From an optimization exercise on the open Yosys and OpenROAD flow, aimed at a short achievable clock period and few clock cycles; shortcuts taken in it are not production practice.
The RTL was checked by simulation tests, not by an equivalence proof against the original design.

==> design/flow/design.v <==
package lpf_pkg;
  localparam int VALUE_WIDTH = 64;
  localparam int OUT_WIDTH   = 64;
  localparam int CNT_W       = $clog2(VALUE_WIDTH + 1);
  localparam logic [VALUE_WIDTH-1:0] FACTOR_TWO   = VALUE_WIDTH'(2);
  localparam logic [VALUE_WIDTH-1:0] FACTOR_THREE = VALUE_WIDTH'(3);
  localparam logic [VALUE_WIDTH-1:0] VAL_ONE      = VALUE_WIDTH'(1);
  localparam logic STATUS_OK   = 1'b0;
  localparam logic STATUS_ZERO = 1'b1;
  typedef enum logic [1:0] {
    ST_IDLE,
    ST_STRIP,
    ST_DIV,
    ST_DONE
  } lpf_state_t;
  typedef struct packed {
    logic                   start;
    logic [VALUE_WIDTH-1:0] dividend;
    logic [VALUE_WIDTH-1:0] divisor;
  } div_req_t;
  typedef struct packed {
    logic                   done;
    logic [VALUE_WIDTH-1:0] quot;
    logic [VALUE_WIDTH-1:0] rem;
  } div_rsp_t;
endpackage
module lpf_div (
  input  logic              clk,
  input  logic              rst_n,
  input  lpf_pkg::div_req_t req,
  output lpf_pkg::div_rsp_t rsp
);
  logic [lpf_pkg::VALUE_WIDTH-1:0] quo_r, quo_nxt;
  logic [lpf_pkg::VALUE_WIDTH-1:0] rem_r, rem_nxt;
  logic [lpf_pkg::VALUE_WIDTH-1:0] divisor_r, divisor_nxt;
  logic [lpf_pkg::CNT_W-1:0]       cnt_r, cnt_nxt;
  logic                            busy_r, busy_nxt;
  logic                            done_r, done_nxt;
  logic [lpf_pkg::VALUE_WIDTH:0]   shifted;
  logic [lpf_pkg::VALUE_WIDTH:0]   diff;
  always_comb begin
    shifted     = {rem_r, quo_r[lpf_pkg::VALUE_WIDTH-1]};
    diff        = shifted - {1'b0, divisor_r};
    quo_nxt     = quo_r;
    rem_nxt     = rem_r;
    divisor_nxt = divisor_r;
    cnt_nxt     = cnt_r;
    busy_nxt    = busy_r;
    done_nxt    = 1'b0;
    if (req.start) begin
      quo_nxt     = req.dividend;
      cnt_nxt     = lpf_pkg::CNT_W'(lpf_pkg::VALUE_WIDTH);
      for (int s = 5; s >= 0; s--) begin
        if ((quo_nxt >> (lpf_pkg::VALUE_WIDTH - (1 << s))) == '0) begin
          quo_nxt = quo_nxt << (1 << s);
          cnt_nxt = cnt_nxt - lpf_pkg::CNT_W'(1 << s);
        end
      end
      rem_nxt     = '0;
      divisor_nxt = req.divisor;
      busy_nxt    = 1'b1;
    end else if (busy_r) begin
      if (!diff[lpf_pkg::VALUE_WIDTH]) begin
        rem_nxt = diff[lpf_pkg::VALUE_WIDTH-1:0];
        quo_nxt = {quo_r[lpf_pkg::VALUE_WIDTH-2:0], 1'b1};
      end else begin
        rem_nxt = shifted[lpf_pkg::VALUE_WIDTH-1:0];
        quo_nxt = {quo_r[lpf_pkg::VALUE_WIDTH-2:0], 1'b0};
      end
      cnt_nxt = cnt_r - lpf_pkg::CNT_W'(1);
      if (cnt_r == lpf_pkg::CNT_W'(1)) begin
        busy_nxt = 1'b0;
        done_nxt = 1'b1;
      end
    end
  end
  always_ff @(posedge clk) begin
    if (!rst_n) begin
      busy_r <= 1'b0;
      done_r <= 1'b0;
      cnt_r  <= '0;
    end else begin
      busy_r <= busy_nxt;
      done_r <= done_nxt;
      cnt_r  <= cnt_nxt;
    end
  end
  always_ff @(posedge clk) begin
    quo_r     <= quo_nxt;
    rem_r     <= rem_nxt;
    divisor_r <= divisor_nxt;
  end
  assign rsp.done = done_r;
  assign rsp.quot = quo_r;
  assign rsp.rem  = rem_r;
endmodule
module largest_prime_factor (
  input  logic                          clk,
  input  logic                          rst_n,
  input  logic                          in_valid,
  output logic                          in_stall,
  input  logic [lpf_pkg::OUT_WIDTH-1:0] in_value,
  output logic                          out_valid,
  input  logic                          out_stall,
  output logic [lpf_pkg::OUT_WIDTH-1:0] out_largest_factor,
  output logic                          out_status
);
  lpf_pkg::lpf_state_t             state_r, state_nxt;
  logic [lpf_pkg::VALUE_WIDTH-1:0] q_r, q_nxt;
  logic [lpf_pkg::VALUE_WIDTH-1:0] d_r, d_nxt;
  logic [lpf_pkg::VALUE_WIDTH-1:0] best_r, best_nxt;
  logic                            err_r, err_nxt;
  logic [lpf_pkg::VALUE_WIDTH-1:0] out_factor_r, out_factor_nxt;
  logic                            out_status_r, out_status_nxt;
  logic                            out_valid_r, out_valid_nxt;
  logic [lpf_pkg::VALUE_WIDTH-1:0] in_masked;
  lpf_pkg::div_req_t               div_req;
  lpf_pkg::div_rsp_t               div_rsp;
  lpf_div u_div (
    .clk   (clk),
    .rst_n (rst_n),
    .req   (div_req),
    .rsp   (div_rsp)
  );
  assign in_masked = in_value[lpf_pkg::VALUE_WIDTH-1:0];
  assign in_stall  = (state_r != lpf_pkg::ST_IDLE);
  always_comb begin
    state_nxt        = state_r;
    q_nxt            = q_r;
    d_nxt            = d_r;
    best_nxt         = best_r;
    err_nxt          = err_r;
    out_factor_nxt   = out_factor_r;
    out_status_nxt   = out_status_r;
    out_valid_nxt    = out_valid_r && out_stall;
    div_req.start    = 1'b0;
    div_req.dividend = q_r;
    div_req.divisor  = d_r;
    case (state_r)
      lpf_pkg::ST_IDLE: begin
        if (in_valid) begin
          best_nxt = '0;
          if (in_masked == '0) begin
            err_nxt   = lpf_pkg::STATUS_ZERO;
            state_nxt = lpf_pkg::ST_DONE;
          end else begin
            err_nxt   = lpf_pkg::STATUS_OK;
            q_nxt     = in_masked;
            state_nxt = lpf_pkg::ST_STRIP;
          end
        end
      end
      lpf_pkg::ST_STRIP: begin
        if (!q_r[0]) begin
          q_nxt    = q_r >> 1;
          best_nxt = lpf_pkg::FACTOR_TWO;
        end else if (q_r == lpf_pkg::VAL_ONE) begin
          state_nxt = lpf_pkg::ST_DONE;
        end else begin
          d_nxt            = lpf_pkg::FACTOR_THREE;
          div_req.start    = 1'b1;
          div_req.divisor  = lpf_pkg::FACTOR_THREE;
          state_nxt        = lpf_pkg::ST_DIV;
        end
      end
      lpf_pkg::ST_DIV: begin
        if (div_rsp.done) begin
          if (div_rsp.rem == '0) begin
            q_nxt    = div_rsp.quot;
            best_nxt = d_r;
            if (div_rsp.quot == lpf_pkg::VAL_ONE) begin
              state_nxt = lpf_pkg::ST_DONE;
            end else begin
              div_req.start    = 1'b1;
              div_req.dividend = div_rsp.quot;
            end
          end else if (div_rsp.quot < d_r) begin
            best_nxt  = q_r;
            state_nxt = lpf_pkg::ST_DONE;
          end else begin
            d_nxt           = d_r + lpf_pkg::FACTOR_TWO;
            div_req.start   = 1'b1;
            div_req.divisor = d_r + lpf_pkg::FACTOR_TWO;
          end
        end
      end
      lpf_pkg::ST_DONE: begin
        if (!out_valid_r || !out_stall) begin
          out_factor_nxt = best_r;
          out_status_nxt = err_r;
          out_valid_nxt  = 1'b1;
          state_nxt      = lpf_pkg::ST_IDLE;
        end
      end
      default: begin
        state_nxt = lpf_pkg::ST_IDLE;
      end
    endcase
  end
  always_ff @(posedge clk) begin
    if (!rst_n) begin
      state_r     <= lpf_pkg::ST_IDLE;
      out_valid_r <= 1'b0;
    end else begin
      state_r     <= state_nxt;
      out_valid_r <= out_valid_nxt;
    end
  end
  always_ff @(posedge clk) begin
    q_r          <= q_nxt;
    d_r          <= d_nxt;
    best_r       <= best_nxt;
    err_r        <= err_nxt;
    out_factor_r <= out_factor_nxt;
    out_status_r <= out_status_nxt;
  end
  assign out_valid          = out_valid_r;
  assign out_largest_factor = lpf_pkg::OUT_WIDTH'(out_factor_r);
  assign out_status         = out_status_r;
endmodule
==> design/flow/run.sh <==
#!/bin/bash
# synth_recipe.tcl (not shown) runs the flow's synth.tcl, then flattens the netlist and writes it again
# the make line also repeats each setting of config.mk as NAME=value (left out here)
make -C /OpenROAD-flow-scripts/flow DESIGN_CONFIG=/design/flow/config.mk WORK_HOME=/design/flow/orfs CLKGATE_MAP_FILE= SYNTH_SCRIPT=/design/flow/synth_recipe.tcl finish
==> design/flow/config.mk <==
export PLATFORM = sky130hd
export DESIGN_NAME = largest_prime_factor
export DESIGN_NICKNAME = largest_prime_factor
export VERILOG_FILES = /design/flow/design.v
export SDC_FILE = /design/flow/constraint.sdc
export NUM_CORES = 4
export LEC_CHECK = 0
export CAP_MARGIN = 20
export CORE_MARGIN = 2
export CORE_UTILIZATION = 40
export SLEW_MARGIN = 20
==> design/flow/constraint.sdc <==
create_clock -name core_clock -period 8.0 [get_ports {clk}]
set_input_delay 1.6000 -clock core_clock [delete_from_list [all_inputs] [get_ports {clk}]]
set_output_delay 1.6000 -clock core_clock [all_outputs]
set_load 0.01 [all_outputs]
==> results of run 1 <==
==> layer usage <==
metal | vias up | routed length (um) | global-route usage (%)
met5 | - | 71 | 0
met4 | 10 | 10100 | 19.5
met3 | 415 | 15000 | 6.71
met2 | 1925 | 61100 | 49.1
met1 | 15100 | 58600 | 45.1
li1 | 13900 | - | -
==> worst reg2reg max path: stages (launching register included) <==
cell and delay [ps]:
sky130_fd_sc_hd__edfxtp_1 360, sky130_fd_sc_hd__buf_4 220, sky130_fd_sc_hd__nor3_1 840, sky130_fd_sc_hd__nand4_1 380
sky130_fd_sc_hd__or4_1 770, sky130_fd_sc_hd__buf_4 330, sky130_fd_sc_hd__a21oi_1 310, sky130_fd_sc_hd__o22a_1 200
sky130_fd_sc_hd__o21a_2 410, sky130_fd_sc_hd__a21o_1 600, sky130_fd_sc_hd__a21oi_4 110, sky130_fd_sc_hd__nor2_8 860
sky130_fd_sc_hd__inv_2 370, sky130_fd_sc_hd__mux2i_1 600, sky130_fd_sc_hd__mux2_2 280, sky130_fd_sc_hd__a21oi_1 60
==> final cells by class <==
type / count / area [um2]
clock buffers: 65 / 1460
flip-flops and latches: 462 / 13100
diodes: 3 / 7.51
multi-input cells: 2782 / 18000
fillers: 7839 / 43700
inverters: 175 / 662
well taps: 1060 / 1330
clock inverters: 39 / 423
repair buffers: 218 / 1990
==> state kept, by name (all words and copies together), names as in the netlist <==
register	flops
best_r	64
d_r	64
out_factor_r	64
q_r	64
u_div.divisor_r	64
u_div.quo_r	64
u_div.rem_r	64
u_div.cnt_r	7
state_r	2
err_r	1
out_status_r	1
out_valid_r	1
u_div.busy_r	1
u_div.done_r	1
==> how the worst max path moves through the flow <==
stage | end | from | slack [ps]
2_1_floorplan | out_factor_r[0] | out_stall | 1100
3_3_place_gp | u_div.cnt_r[6] | u_div.quo_r[23] | 1320
6_report | u_div.quo_r[62] | u_div.quo_r[23] | 1040
3_5_place_dp | u_div.cnt_r[6] | u_div.quo_r[23] | 1220
5_1_grt | u_div.cnt_r[6] | u_div.quo_r[23] | 710
4_1_cts | u_div.cnt_r[6] | u_div.quo_r[23] | 1230
==> cells by family after synthesis <==
group | after synthesis | synth area share (%)
mux | 211 | 6.63
xor+xnor | 87 | 2.33
fa+ha+maj | 140 | 5.38
buf+inv | 412 | 5.10
compound gates | 1181 | 23.2
flops | 462 | 40.1
simple gates | 1163 | 17.2
==> per-stage QoR <==
stage	util [%]	worst slack [ps]	cell area [um2]	hold slack, ps
2_1_floorplan	-	1100	32700	400
3_3_place_gp	43.5	1320	35100	401
3_5_place_dp	43.5	1220	35100	405
4_1_cts	45.8	1230	37000	359
5_1_grt	45.8	711	37000	388
6_report	45.9	1040	37000	371
==> synth_stat cells, drive strengths merged, types with 10 or more instances <==
master / number
nand2: 444
edfxtp: 386
a21oi: 359
o21ai: 277
nor2: 205
inv: 172
clkbuf: 169
mux2i: 165
ha: 139
nand3: 89
and3: 86
nor3: 83
dfxtp: 76
nor4: 73
a21o: 71
buf: 68
a221o: 66
xnor2: 64
nand4: 60
a31oi: 51
o31ai: 49
mux2: 46
a211oi: 37
o211ai: 37
or3: 33
o21a: 30
o22ai: 30
xor2: 23
and2: 20
nand2b: 17
o21bai: 15
a22oi: 13
o41ai: 12
or4: 12
o2111ai: 11
a21boi: 10
a221oi: 10
nor2b: 10
==> summary.md, run 1 <==
| Metric | Value |
|---|---|
| Highest clock frequency the design can meet | `approximately 140 MHz` |
| Height of the die | `290 um` |
| Remaining routing DRC violations | `0` |
| Global Route Usage Sum | `33.3%` |
| Capturing element type of the critical path | `register` |
| Longest individual stage delay on the worst path | `~860 ps` |
| Crit path kind | `register to register` |
| Total standard cell area after synthesis | `32700 um2` |
| Top cell type's share of synthesized area | `a little over a third` |
| Number of flops mapped to enable cells by yosys | `386` |
| Total global routing overflow | `0` |
| Proportion of layout cells with a drive suffix above 1 | `7.73%` |
| Maximum clock skew at final layout | `roughly 47 ps` |
| Skew-Pair Late Insertion Delay | `680 ps` |
| Largest net degree at the start of global routing | `79` |
| Antenna Violating Nets Remaining | `0` |
| Stages on the worst setup path | `15` |
| Weighted congestion reported at the end of routability-driven placement | `1.06` |
| Standard-cell row count | `104` |
| Fin. max-slew vios | `0` |
| Overall die area | `84100 um2` |
| Floorplan die width | `290 um` |
| Area of the placeable core | `80700 um2` |
| Synthesis-to-layout area growth | `13.1%` |
| WL/cell | `about 30 um` |
| Post-Syn Nets | `3864` |
| Sequential element share of the synthesized area | `40.1%` |
| Number of register bits inferred by synthesis | `462` |
| Number of buffers on the longest clock path | `3` |
| Worst Path Arrival | `7340 ps` |
| CTS clock-pin slew for the worst setup and hold paths | `70 ps` |
| Via total after detailed routing | `31.3k` |
| Number of buffers and inverters on the critical path | `3` |
| Final instance count without filler cells | `~4.8k` |
| Area leader, netlist | `sky130_fd_sc_hd__edfxtp_1` |
| Endpoints failing setup | `0` |
| Count of hold-fix buffers inserted at cts | `0` |
| Worst hold path startpoint | `best_r[14]` |
| Cell at the root of the clock tree | `sky130_fd_sc_hd__clkbuf_16` |
| Syn Inst Count | `3656` |
| Final clock period utilization by the worst path | `approximately 87%` |
| Aggregate routed wire length | `145000 um` |
| Placed Cells incl. Taps | `between 4k and 5k` |
| Post-cts resize count | `0` |
| Max-capacitance violation count | `0` |
| Post-CTS Repair Setup Buffers | `0` |
| Reg-to-Reg Start | `u_div.quo_r[23]` |
| Top flip-flop cell by instance count after synthesis | `sky130_fd_sc_hd__edfxtp_1` |
| R2r setup slk | `1040 ps` |
| Routed vias/inst | `roughly 6.5` |
| Fraction of registers with async set or reset after synthesis | `0%` |
| Wire length of the first global-routing pass | `207000 um` |
| Quantity of I/O buffers inserted on ports | `134` |
| Hold Violations, Final | `0` |
| Yosys Warn Count | `2` |
| Setup repair after global routing missed its margin | `no` |
| Slew headroom | `18.3%` |
| Critical-path maximum fanout | `55` |
| TritonCTS clock tree | `built` |
| Cell depth of the worst hold path | `0` |
| Post-Synthesis Mean Instance Area | `8.95 um2` |
| Clock period minus worst slack | `6960 ps` |
| Slowest-stage cell, CP | `sky130_fd_sc_hd__nor2_8` |
| Count of cells along the worst register-to-register path | `15` |
| Biggest area contributors in the synthesized netlist | `sky130_fd_sc_hd__edfxtp_1, sky130_fd_sc_hd__a21oi_1, sky130_fd_sc_hd__ha_1, sky130_fd_sc_hd__nand2_1, sky130_fd_sc_hd__mux2i_1` |
| Distinct cells, synth | `99` |
| Via count of the first global-routing pass | `29.0k` |
| Critical Path Start Type | `register` |
| Drt initial violations | `~4.5k` |
| Hold Crit Class | `register to register` |
| Total iterations of the first detailed-routing run | `8` |
| CTS buffer count | `56` |
| Boundary pin count | `135` |
| Clock sink count | `462` |
| CP delay by family, top | `simple AND/OR/NAND/NOR gates` |
| Post-detailed-placement half-perimeter wirelength | `110000 um` |
| Setup_tns | `0 ps` |
| Starting utilization of the core area | `40.5%` |
| Result of the run | `finished clean` |
| Most frequent cells in the layout | `sky130_fd_sc_hd__nand2_1, sky130_fd_sc_hd__edfxtp_1, sky130_fd_sc_hd__a21oi_1` |
| R2r endpoint | `u_div.quo_r[62]` |
| End point of the most critical hold path | `out_factor_r[14]` |
| Most common library cell in the layout ignoring fill and taps | `sky130_fd_sc_hd__nand2_1` |
| Initial antenna violation count | `7` |
| Data required time at the worst endpoint | `8380 ps` |
| H-Tree Level Count | `2` |
| Final net count | `between 3k and 4k` |
| Cell breakdown of the critical path | `buf_4 > nor3_1 > nand4_1 > or4_1 > buf_4 > a21oi_1 > o22a_1 > o21a_2 > a21o_1 > a21oi_4 > nor2_8 > inv_2 > mux2i_1 > mux2_2 > a21oi_1` |
| Transition time of the tightest slew-check pin | `1220 ps` |
Testbench counts, summed over its fixed seeds: cycles 1,869,403.
==> run 2, diff against run 1 <==
--- a/design/flow/design.v
+++ b/design/flow/design.v
@@ -40,2 +40,16 @@
   logic [lpf_pkg::VALUE_WIDTH:0]   diff;
+  logic                            prep_r, prep_nxt;
+  logic [6:0]                      lz_q, lz_d, sh;
+  always_comb begin
+    lz_q = '0;
+    lz_d = '0;
+    for (int i = 0; i < lpf_pkg::VALUE_WIDTH; i++) begin
+      if (quo_r[i])     lz_q = 7'(lpf_pkg::VALUE_WIDTH - 1 - i);
+      if (divisor_r[i]) lz_d = 7'(lpf_pkg::VALUE_WIDTH - 1 - i);
+    end
+    if (lz_q + (7'(lpf_pkg::VALUE_WIDTH - 1) - lz_d) > 7'(lpf_pkg::VALUE_WIDTH - 1))
+      sh = 7'(lpf_pkg::VALUE_WIDTH - 1);
+    else
+      sh = lz_q + (7'(lpf_pkg::VALUE_WIDTH - 1) - lz_d);
+  end
   always_comb begin
@@ -49,13 +63,12 @@
     done_nxt    = 1'b0;
+    prep_nxt    = 1'b0;
     if (req.start) begin
       quo_nxt     = req.dividend;
-      cnt_nxt     = lpf_pkg::CNT_W'(lpf_pkg::VALUE_WIDTH);
-      for (int s = 5; s >= 0; s--) begin
-        if ((quo_nxt >> (lpf_pkg::VALUE_WIDTH - (1 << s))) == '0) begin
-          quo_nxt = quo_nxt << (1 << s);
-          cnt_nxt = cnt_nxt - lpf_pkg::CNT_W'(1 << s);
-        end
-      end
       rem_nxt     = '0;
       divisor_nxt = req.divisor;
+      cnt_nxt     = lpf_pkg::CNT_W'(lpf_pkg::VALUE_WIDTH);
+      prep_nxt    = 1'b1;
+    end else if (prep_r) begin
+      {rem_nxt, quo_nxt} = {{lpf_pkg::VALUE_WIDTH{1'b0}}, quo_r} << sh;
+      cnt_nxt     = lpf_pkg::CNT_W'(lpf_pkg::VALUE_WIDTH) - lpf_pkg::CNT_W'(sh);
       busy_nxt    = 1'b1;
@@ -80,2 +93,3 @@
       done_r <= 1'b0;
+      prep_r <= 1'b0;
       cnt_r  <= '0;
@@ -84,2 +98,3 @@
       done_r <= done_nxt;
+      prep_r <= prep_nxt;
       cnt_r  <= cnt_nxt;
==> run 2 against run 1 <==
  * Still clean on timing, DRC and antenna
  * Routed wire length is 21% higher
  * Die area is 5.5% higher
  * Maximum frequency is 5.3% lower
  * Cell area is 6.4% higher
  * Critical path type unchanged
==> summary.md, run 2 <==
| Metric | Value |
|---|---|
| Highest clock frequency the design can meet | `136 MHz (was 144 MHz)` |
| Top cell type's share of synthesized area | `33.6% (was 35.4%)` |
| Top flip-flop cell by instance count after synthesis | `sky130_fd_sc_hd__edfxtp_1 (unchanged)` |
| Cell breakdown of the critical path | `inv_1 > a21oi_1 > o21ai_0 > a221oi_1 > o21ai_0 > ha_1 > inv_1 > fa_1 > nor2b_1 > o21a_1 > o211a_1 > or4_2 > clkinv_4 > buf_4 > mux2i_1 > or3_1 > mux2i_1 > mux2i_1 > mux2_2 > o221ai_1 (was buf_4 > nor3_1 > nand4_1 > or4_1 > buf_4 > a21oi_1 > o22a_1 > o21a_2 > a21o_1 > a21oi_4 > nor2_8 > inv_2 > mux2i_1 > mux2_2 > a21oi_1)` |
| Biggest area contributors in the synthesized netlist | `sky130_fd_sc_hd__edfxtp_1, sky130_fd_sc_hd__mux2i_1, sky130_fd_sc_hd__ha_1, sky130_fd_sc_hd__a21oi_1, sky130_fd_sc_hd__nand2_1 (was sky130_fd_sc_hd__edfxtp_1, sky130_fd_sc_hd__a21oi_1, sky130_fd_sc_hd__ha_1, sky130_fd_sc_hd__nand2_1, sky130_fd_sc_hd__mux2i_1)` |
| Boundary pin count | `135 (unchanged)` |
| Area of the placeable core | `85400 um2 (was 80700 um2)` |
| Cell at the root of the clock tree | `sky130_fd_sc_hd__clkbuf_16 (unchanged)` |
| Routed vias/inst | `6.82 (was 6.52)` |
| Fin. max-slew vios | `0 (unchanged)` |
| Antenna Violating Nets Remaining | `0 (unchanged)` |
| Yosys Warn Count | `2 (unchanged)` |
| Number of buffers and inverters on the critical path | `4 (was 3)` |
| Most instantiated library cell after synthesis | `sky130_fd_sc_hd__nand2_1 (unchanged)` |
| Post-cts resize count | `0 (unchanged)` |
| Count of hold-fix buffers inserted at cts | `0 (unchanged)` |
| Height of the die | `298 um (was 290 um)` |
| Overall die area | `88700 um2 (was 84100 um2)` |
| Via count of the first global-routing pass | `32.5k (was 29.0k)` |
| Skew-Pair Late Insertion Delay | `650 ps (was 680 ps)` |
| R2r setup slk | `650 ps (was 1040 ps)` |
| Slowest-stage cell, CP | `sky130_fd_sc_hd__a221oi_1 (was sky130_fd_sc_hd__nor2_8)` |
| Max-capacitance violation count | `0 (unchanged)` |
| CTS buffer count | `51 (was 56)` |
| Endpoints failing setup | `0 (unchanged)` |
| Maximum clock skew at final layout | `40.7 ps (was 47.4 ps)` |
| Global-route met2 utilization | `56.5% (was 49.1%)` |
| Quantity of I/O buffers inserted on ports | `134 (unchanged)` |
| Most frequent cells in the layout | `sky130_fd_sc_hd__nand2_1, sky130_fd_sc_hd__edfxtp_1, sky130_fd_sc_hd__a21oi_1 (unchanged)` |
| Hold Crit Class | `register to register (unchanged)` |
| Critical Path Start Type | `register (unchanged)` |
| Starting utilization of the core area | `40.4% (was 40.5%)` |
| Worst Path Arrival | `7820 ps (was 7340 ps)` |
| Result of the run | `finished clean (unchanged)` |
| Worst hold path startpoint | `best_r[45] (was best_r[14])` |
| Most numerous cell types in the synthesized netlist | `sky130_fd_sc_hd__nand2_1, sky130_fd_sc_hd__edfxtp_1, sky130_fd_sc_hd__a21oi_1 (unchanged)` |
| CP delay by family, top | `compound AO/OA/AOI/OAI gates (was simple AND/OR/NAND/NOR gates)` |
| Crit path kind | `register to register (unchanged)` |
| Final net count | `4191 (was 3903)` |
| R2r endpoint | `u_div.quo_r[57] (was u_div.quo_r[62])` |
| Cell with the most instances on the worst path | `sky130_fd_sc_hd__mux2i_1` |
| Post-detailed-placement half-perimeter wirelength | `133000 um (was 110000 um)` |
| Wire length of the first global-routing pass | `245000 um (was 207000 um)` |
| Fraction of registers with async set or reset after synthesis | `0% (unchanged)` |
| Sequential element share of the synthesized area | `38.0% (was 40.1%)` |
| Distinct cells, synth | `103 (was 99)` |
| Slew headroom | `20.0% (was 18.3%)` |
| Drt initial violations | `5543 (was 4513)` |
| Standard-cell row count | `107 (was 104)` |
| Met3 Usage GRT | `10.1% (was 6.71%)` |
| # fillers | `8415 (was 7839)` |
| Clock sink count | `463 (was 462)` |
| Hold Violations, Final | `0 (unchanged)` |
| Post-Syn Nets | `4125 (was 3864)` |
| Transition time of the tightest slew-check pin | `1190 ps (was 1220 ps)` |
| Setup_tns | `0 ps (unchanged)` |
| CTS clock-pin slew for the worst setup and hold paths | `70 ps (about the same)` |
| H-Tree Level Count | `2 (unchanged)` |
| Post-Synthesis Mean Instance Area | `8.83 um2 (was 8.95 um2)` |
| Total area of multi-input combinational cells | `19700 um2 (was 18000 um2)` |
| Reg-to-Reg Start | `u_div.quo_r[53] (was u_div.quo_r[23])` |
| Number of buffers on the longest clock path | `3 (unchanged)` |
| Data required time at the worst endpoint | `8470 ps (was 8380 ps)` |
| Via total after detailed routing | `35.3k (was 31.3k)` |
| Aggregate routed wire length | `175000 um (was 145000 um)` |
| Number of flops mapped to enable cells by yosys | `386 (unchanged)` |
| WL/cell | `33.8 um (was 30.2 um)` |
| Initial antenna violation count | `6 (was 7)` |
| Capturing element type of the critical path | `register (unchanged)` |
| End point of the most critical hold path | `out_factor_r[45] (was out_factor_r[14])` |
| TritonCTS clock tree | `built (unchanged)` |
| FF/Latch Area | `13100 um2 (about the same)` |
| Total standard cell area after synthesis | `34500 um2 (was 32700 um2)` |
| Global Route Usage Sum | `37.9% (was 33.3%)` |
| Total global routing overflow | `0 (unchanged)` |
| Count of cells along the worst register-to-register path | `20 (was 15)` |
| Setup repair after global routing missed its margin | `no (unchanged)` |
| Area leader, netlist | `sky130_fd_sc_hd__edfxtp_1 (unchanged)` |
| Final clock period utilization by the worst path | `91.9% (was 87.1%)` |
| Synthesis-to-layout area growth | `14.0% (was 13.1%)` |
| Most common library cell in the layout ignoring fill and taps | `sky130_fd_sc_hd__nand2_1 (unchanged)` |
| Proportion of layout cells with a drive suffix above 1 | `8.28% (was 7.73%)` |
| Syn Inst Count | `3913 (was 3656)` |
| Cell depth of the worst hold path | `0 (unchanged)` |
| Post-CTS Repair Setup Buffers | `0 (unchanged)` |
| Weighted congestion reported at the end of routability-driven placement | `1.13 (was 1.06)` |
| Clock period minus worst slack | `7350 ps (was 6960 ps)` |
| Critical-path maximum fanout | `23 (was 55)` |
| Layer with the highest usage after global routing | `met2 (unchanged)` |
| Global routing usage on met1 | `50.1% (was 45.1%)` |
| Longest individual stage delay on the worst path | `890 ps (was 860 ps)` |
| Remaining routing DRC violations | `0 (unchanged)` |
| Total iterations of the first detailed-routing run | `7 (was 8)` |
| Floorplan die width | `298 um (was 290 um)` |
| Number of register bits inferred by synthesis | `463 (was 462)` |
| Largest net degree at the start of global routing | `128 (was 79)` |
## run 2: cell types whose count changed in the layout (fill, tap and decap cells not counted), moves of 26 or more
cell	previous run	this run
sky130_fd_sc_hd__buf_4	81	137
sky130_fd_sc_hd__mux2i_1	165	225
sky130_fd_sc_hd__o21ai_0	267	235
sky130_fd_sc_hd__nor2_1	201	261
sky130_fd_sc_hd__inv_1	162	190
sky130_fd_sc_hd__xnor2_1	64	38
sky130_fd_sc_hd__a22oi_1	13	64
## run 2: final cells by class
type,count,share of cell area (%)
flip-flops and latches,463,33.4
repair buffers,275,6.22
clock inverters,37,1.35
diodes,6,0.0381
multi-input cells,2991,50.1
well taps,1144,3.64
inverters,197,1.89
clock buffers,59,3.40
## run 2: kinds of logic after synthesis
| kind of cell | Yosys count | synth area share, % |
|---|---|---|
| AO/OA/AOI/OAI | 1282 | 24.9 |
| AND/OR/NAND/NOR | 1242 | 17.2 |
| flip-flops | 463 | 38.0 |
| buffers and inverters | 459 | 5.29 |
| multiplexers | 257 | 7.60 |
| adder cells (fa/ha/maj) | 144 | 5.26 |
| XOR/XNOR | 66 | 1.72 |
## run 2: layer usage
| metal | wire length (um) | up-vias |
|---|---|---|
| li1 | - | 15100 |
| met1 | 68400 | 17200 |
| met2 | 74400 | 2508 |
| met3 | 20400 | 467 |
| met4 | 11500 | 4 |
| met5 | 55 | - |
## run 2: how the worst max path moves through the flow
stage                       to  cells past startpoint               start  slack, ps
3_3_place_gp   u_div.quo_r[57]                     24  u_div.divisor_r[1]       1130
5_1_grt        u_div.quo_r[57]                     24  u_div.divisor_r[1]        590
3_5_place_dp   u_div.quo_r[57]                     24  u_div.divisor_r[1]       1170
6_report       u_div.quo_r[57]                     20     u_div.quo_r[53]        650
2_1_floorplan        best_r[0]                     12             d_r[13]        350
4_1_cts        u_div.quo_r[57]                     24  u_div.divisor_r[1]       1110
## run 2: stage by stage
step	setup slack (ps)	area, um2	util (%)	cells	hold WS, ps
after floorplan	352	34500	-	3913	400
after global routing	586	39400	46.1	5166	427
after global placement	1130	37500	43.9	5070	402
final	649	39400	46.1	5172	417
after CTS	1110	39300	46.1	5166	419
after detailed placement	1170	37500	43.9	5070	405
## run 2: worst reg2reg max path, cell delays in order, from the launching register on
cell,delay [ps]
sky130_fd_sc_hd__edfxtp_1,870
sky130_fd_sc_hd__inv_1,260
sky130_fd_sc_hd__a21oi_1,190
sky130_fd_sc_hd__o21ai_0,80
sky130_fd_sc_hd__a221oi_1,890
sky130_fd_sc_hd__o21ai_0,330
sky130_fd_sc_hd__ha_1,290
sky130_fd_sc_hd__inv_1,70
sky130_fd_sc_hd__fa_1,390
sky130_fd_sc_hd__nor2b_1,90
sky130_fd_sc_hd__o21a_1,230
sky130_fd_sc_hd__o211a_1,270
sky130_fd_sc_hd__or4_2,710
sky130_fd_sc_hd__clkinv_4,250
sky130_fd_sc_hd__buf_4,260
sky130_fd_sc_hd__mux2i_1,150
sky130_fd_sc_hd__or3_1,470
sky130_fd_sc_hd__mux2i_1,570
sky130_fd_sc_hd__mux2i_1,330
sky130_fd_sc_hd__mux2_2,350
sky130_fd_sc_hd__o221ai_1,160
Testbench counts of run 2, summed over its fixed seeds: cycles 1,432,159.
==> run 3, diff against run 2 <==
--- a/design/flow/design.v
+++ b/design/flow/design.v
@@ -125,2 +125,4 @@
   logic [lpf_pkg::VALUE_WIDTH-1:0] d_r, d_nxt;
+  logic                            step4_r, step4_nxt;   
+  logic [lpf_pkg::VALUE_WIDTH-1:0] d_next;
   logic [lpf_pkg::VALUE_WIDTH-1:0] best_r, best_nxt;
@@ -145,2 +147,4 @@
     d_nxt            = d_r;
+    step4_nxt        = step4_r;
+    d_next           = d_r + (step4_r ? lpf_pkg::VALUE_WIDTH'(4) : lpf_pkg::FACTOR_TWO);
     best_nxt         = best_r;
@@ -175,2 +179,3 @@
           d_nxt            = lpf_pkg::FACTOR_THREE;
+          step4_nxt        = 1'b0;
           div_req.start    = 1'b1;
@@ -195,5 +200,6 @@
           end else begin
-            d_nxt           = d_r + lpf_pkg::FACTOR_TWO;
+            d_nxt           = d_next;
+            step4_nxt       = (d_r != lpf_pkg::FACTOR_THREE) && !step4_r;
             div_req.start   = 1'b1;
-            div_req.divisor = d_r + lpf_pkg::FACTOR_TWO;
+            div_req.divisor = d_next;
           end
@@ -226,2 +232,3 @@
     d_r          <= d_nxt;
+    step4_r      <= step4_nxt;
     best_r       <= best_nxt;
==> run 3 against run 2 <==
  * Clock skew fell by 1.9 ps
  * Critical endpoint is now u_div.rem_r[1]
  * Die area increased by 1.1%
  * Sequential share of layout area is 0.25 points higher
  * Utilization down 0.88 points
==> summary.md, run 3 <==
| Metric | Value |
|---|---|
| R2r setup slk | `670 ps (was 650 ps)` |
| Clock sink count | `464 (was 463)` |
| Most frequent cells in the layout | `sky130_fd_sc_hd__edfxtp_1, sky130_fd_sc_hd__nand2_1, sky130_fd_sc_hd__mux2i_1 (was sky130_fd_sc_hd__nand2_1, sky130_fd_sc_hd__edfxtp_1, sky130_fd_sc_hd__a21oi_1)` |
| Number of register bits inferred by synthesis | `464 (was 463)` |
| Hold Violations, Final | `0 (unchanged)` |
| Yosys Warn Count | `2 (unchanged)` |
| WL/cell | `32.1 um (was 33.8 um)` |
| Slowest-stage cell, CP | `sky130_fd_sc_hd__o21ai_0 (was sky130_fd_sc_hd__a221oi_1)` |
| Placed standard-cell area | `37400 um2 (was 37500 um2)` |
| Worst Path Arrival | `7820 ps (about the same)` |
| Post-detailed-placement half-perimeter wirelength | `123000 um (was 133000 um)` |
| Floorplan die width | `300 um (was 298 um)` |
| Post-cts resize count | `0 (unchanged)` |
| Post-Syn Nets | `4081 (was 4125)` |
| Initial antenna violation count | `5 (was 6)` |
| Ant. Diodes | `0 (was 6)` |
| Longest individual stage delay on the worst path | `980 ps (was 890 ps)` |
| Result of the run | `finished clean (unchanged)` |
| First element of the critical path | `u_div.divisor_r[4] (was u_div.quo_r[53])` |
| Top flip-flop cell by instance count after synthesis | `sky130_fd_sc_hd__edfxtp_1 (unchanged)` |
| Critical Path Start Type | `register (unchanged)` |
| Skew-Pair Late Insertion Delay | `670 ps (was 650 ps)` |
| Standard-cell row count | `108 (was 107)` |
| Capturing element type of the critical path | `register (unchanged)` |
| Clock period minus worst slack | `7330 ps (was 7350 ps)` |
| Antenna Violating Nets Remaining | `0 (unchanged)` |
| Number of flops mapped to enable cells by yosys | `387 (was 386)` |
| Area leader, netlist | `sky130_fd_sc_hd__edfxtp_1 (unchanged)` |
| CTS buffer count | `53 (was 51)` |
| Fraction of registers with async set or reset after synthesis | `0% (unchanged)` |
| Total global routing overflow | `0 (unchanged)` |
| Setup_tns | `0 ps (unchanged)` |
| Boundary pin count | `135 (unchanged)` |
| R2r endpoint | `u_div.rem_r[1] (was u_div.quo_r[57])` |
| Height of the die | `300 um (was 298 um)` |
| Final clock period utilization by the worst path | `91.6% (was 91.9%)` |
| Overall die area | `89700 um2 (was 88700 um2)` |
| Proportion of layout cells with a drive suffix above 1 | `7.35% (was 8.28%)` |
| Maximum clock skew at final layout | `38.8 ps (was 40.7 ps)` |
| Most numerous cell types in the synthesized netlist | `sky130_fd_sc_hd__edfxtp_1, sky130_fd_sc_hd__nand2_1, sky130_fd_sc_hd__nor2_1 (was sky130_fd_sc_hd__nand2_1, sky130_fd_sc_hd__edfxtp_1, sky130_fd_sc_hd__a21oi_1)` |
| Most common library cell in the layout ignoring fill and taps | `sky130_fd_sc_hd__edfxtp_1 (was sky130_fd_sc_hd__nand2_1)` |
| Aggregate routed wire length | `163000 um (was 175000 um)` |
| Biggest area contributors in the synthesized netlist | `sky130_fd_sc_hd__edfxtp_1, sky130_fd_sc_hd__mux2i_1, sky130_fd_sc_hd__ha_1, sky130_fd_sc_hd__dfxtp_1, sky130_fd_sc_hd__o21ai_0 (was sky130_fd_sc_hd__edfxtp_1, sky130_fd_sc_hd__mux2i_1, sky130_fd_sc_hd__ha_1, sky130_fd_sc_hd__a21oi_1, sky130_fd_sc_hd__nand2_1)` |
| TritonCTS clock tree | `built (unchanged)` |
| Total standard cell area after synthesis | `34900 um2 (was 34500 um2)` |
| Syn Inst Count | `3867 (was 3913)` |
| Global Route Usage Sum | `35.0% (was 37.9%)` |
| Drt initial violations | `5688 (was 5543)` |
| Post-Synthesis Mean Instance Area | `9.03 um2 (was 8.83 um2)` |
| Wire length of the first global-routing pass | `230000 um (was 245000 um)` |
| Cell with the most instances on the worst path | `sky130_fd_sc_hd__mux2i_1 (unchanged)` |
| Cell breakdown of the critical path | `nor2_1 > o31ai_1 > a211oi_1 > o311ai_0 > a311oi_1 > o31ai_1 > a211oi_1 > o21ai_0 > o211ai_1 > a31o_2 > inv_1 > fa_1 > xnor2_2 > nor3_2 > a21oi_4 > buf_4 > mux2i_1 > o21ai_1 > o21ai_0 > mux2i_1 > mux2i_1 > o22a_1 > a31oi_1 (was inv_1 > a21oi_1 > o21ai_0 > a221oi_1 > o21ai_0 > ha_1 > inv_1 > fa_1 > nor2b_1 > o21a_1 > o211a_1 > or4_2 > clkinv_4 > buf_4 > mux2i_1 > or3_1 > mux2i_1 > mux2i_1 > mux2_2 > o221ai_1)` |
| Post-CTS Repair Setup Buffers | `0 (unchanged)` |
| Cell at the root of the clock tree | `sky130_fd_sc_hd__clkbuf_16 (unchanged)` |
| Distinct cells, synth | `109 (was 103)` |
| Number of buffers on the longest clock path | `3 (unchanged)` |
| Total iterations of the first detailed-routing run | `7 (unchanged)` |
| Routed vias/inst | `6.79 (was 6.82)` |
| Count of cells along the worst register-to-register path | `23 (was 20)` |
| Synthesis-to-layout area growth | `12.1% (was 14.0%)` |
| Final net count | `4090 (was 4191)` |
| Critical-path maximum fanout | `23 (unchanged)` |
| Fin. max-slew vios | `0 (unchanged)` |
| Max-capacitance violation count | `0 (unchanged)` |
| Worst setup path endpoint | `u_div.rem_r[1] (was u_div.quo_r[57])` |
| Most instantiated library cell after synthesis | `sky130_fd_sc_hd__edfxtp_1 (was sky130_fd_sc_hd__nand2_1)` |
| Fin area | `39200 um2 (was 39400 um2)` |
| Sequential element share of the synthesized area | `37.7% (was 38.0%)` |
| CTS clock-pin slew for the worst setup and hold paths | `60 ps (was 70 ps)` |
| Data required time at the worst endpoint | `8500 ps (was 8470 ps)` |
| Utilization after layout | `45.2% (was 46.1%)` |
| # fillers | `8416 (was 8415)` |
| Endpoints failing setup | `0 (unchanged)` |
| Reg-to-Reg Start | `u_div.divisor_r[4] (was u_div.quo_r[53])` |
| Quantity of I/O buffers inserted on ports | `134 (unchanged)` |
| H-Tree Level Count | `2 (unchanged)` |
| Via total after detailed routing | `34.5k (was 35.3k)` |
| Pre-CTS WS | `1130 ps (was 1170 ps)` |
| Count of hold-fix buffers inserted at cts | `0 (unchanged)` |
| Area of the placeable core | `86600 um2 (was 85400 um2)` |
| Transition time of the tightest slew-check pin | `1220 ps (was 1190 ps)` |
| Slew headroom | `17.8% (was 20.0%)` |
| Setup repair after global routing missed its margin | `no (unchanged)` |
| Top cell type's share of synthesized area | `33.3% (was 33.6%)` |
| Worst Slack Setup Final | `671 ps (was 649 ps)` |
| Hold Crit Class | `register to register (unchanged)` |
| Crit path kind | `register to register (unchanged)` |
| Largest net degree at the start of global routing | `83 (was 128)` |
| Remaining routing DRC violations | `0 (unchanged)` |
| Via count of the first global-routing pass | `31.8k (was 32.5k)` |
| Weighted congestion reported at the end of routability-driven placement | `1.03 (was 1.13)` |
| Starting utilization of the core area | `40.3% (was 40.4%)` |
| Worst hold path startpoint | `best_r[58] (was best_r[45])` |
| Highest clock frequency the design can meet | `136 MHz (about the same)` |
-- run 3: final cells by class --
cell class	count	area, um2	area share (%)
clock buffer	66	1430	3.64
clock inverter	32	329	0.840
inverter	207	782	2.00
multi-input combinational	2922	19900	50.9
sequential	464	13200	33.6
tap	1155	1450	3.69
timing repair buffer	228	2080	5.32
-- run 3: cells by family after synthesis --
logic type,share of synthesized area (%)
adders and majority gates,5.29
buffers and inverters,5.59
AOI/OAI and AO/OA,23.2
DFF,37.7
muxes,11.0
xor gates and xnor gates,1.60
and+or+nand+nor,15.6
-- run 3: worst min path at each step --
| stage | endpoint | slack [ps] | depth (start not counted) |
|---|---|---|---|
| final | out_factor_r[58] | 420 | 0 |
| after global routing | out_factor_r[8] | 430 | 0 |
| after CTS | out_factor_r[33] | 420 | 0 |
| after detailed placement | out_factor_r[7] | 400 | 0 |
| after global placement | out_factor_r[63] | 400 | 0 |
| after floorplan | out_factor_r[0] | 400 | 0 |
-- run 3: layer usage --
metal,wire [um],vias up,global-route usage [%]
met2,67900,2565,51.0
met5,13,-,0
met4,11500,2,20.3
met3,20300,496,8.91
li1,-,14800,-
met1,63300,16500,47.0
-- run 3: stage by stage --
stage | cells | hold slack [ps]
floorplan | 3867 | 400
finish | 5074 | 417
CTS | 5074 | 419
global placement | 4976 | 401
detailed placement | 4976 | 405
global route | 5074 | 426
-- run 3: worst max-delay path, delay by kind of cell (launching register included) --
family | cells | cell delay [ps]
AO/OA/AOI/OAI | 14 | 3510
XOR/XNOR | 1 | 610
adder cells (fa/ha/maj) | 1 | 480
buffers and inverters | 2 | 460
flip-flops | 1 | 400
multiplexers | 3 | 1350
AND/OR/NAND/NOR | 2 | 360
Testbench counts of run 3, summed over its fixed seeds: cycles 1,039,162.

[separate check: timing with driven ports]
In the flow no input, the clock included, has a driving cell. The finished layouts below were timed again as built, in two steps. Step 1 sets driving cells, clkbuf_16 on the clock port and buf_2 on the other inputs (assumed; they add their load-dependent delay and slew). Step 2 also shifts input and output timing later by t, the mid clock arrival at the registers, as if the neighbouring blocks saw the same clock. a / b / c = ideal / step 1 / step 2; a / b = the first two.
run | shift t [ns] | slack for setup (ns) | worst hold slack (ns) | clock arrival spread, ns | pins driven straight from the clock port
run 1 | 0.728 | 1.036 / 1.036 / 1.036 | 0.371 / 0.371 / 0.371 | 0.047 / 0.047 | 1
run 2 | 0.700 | 0.649 / 0.649 / 0.649 | 0.417 / 0.417 / 0.417 | 0.040 / 0.041 | 1
run 3 | 0.720 | 0.671 / 0.671 / 0.671 | 0.417 / 0.417 / 0.417 | 0.039 / 0.039 | 1
After both steps every run listed still meets setup and hold.
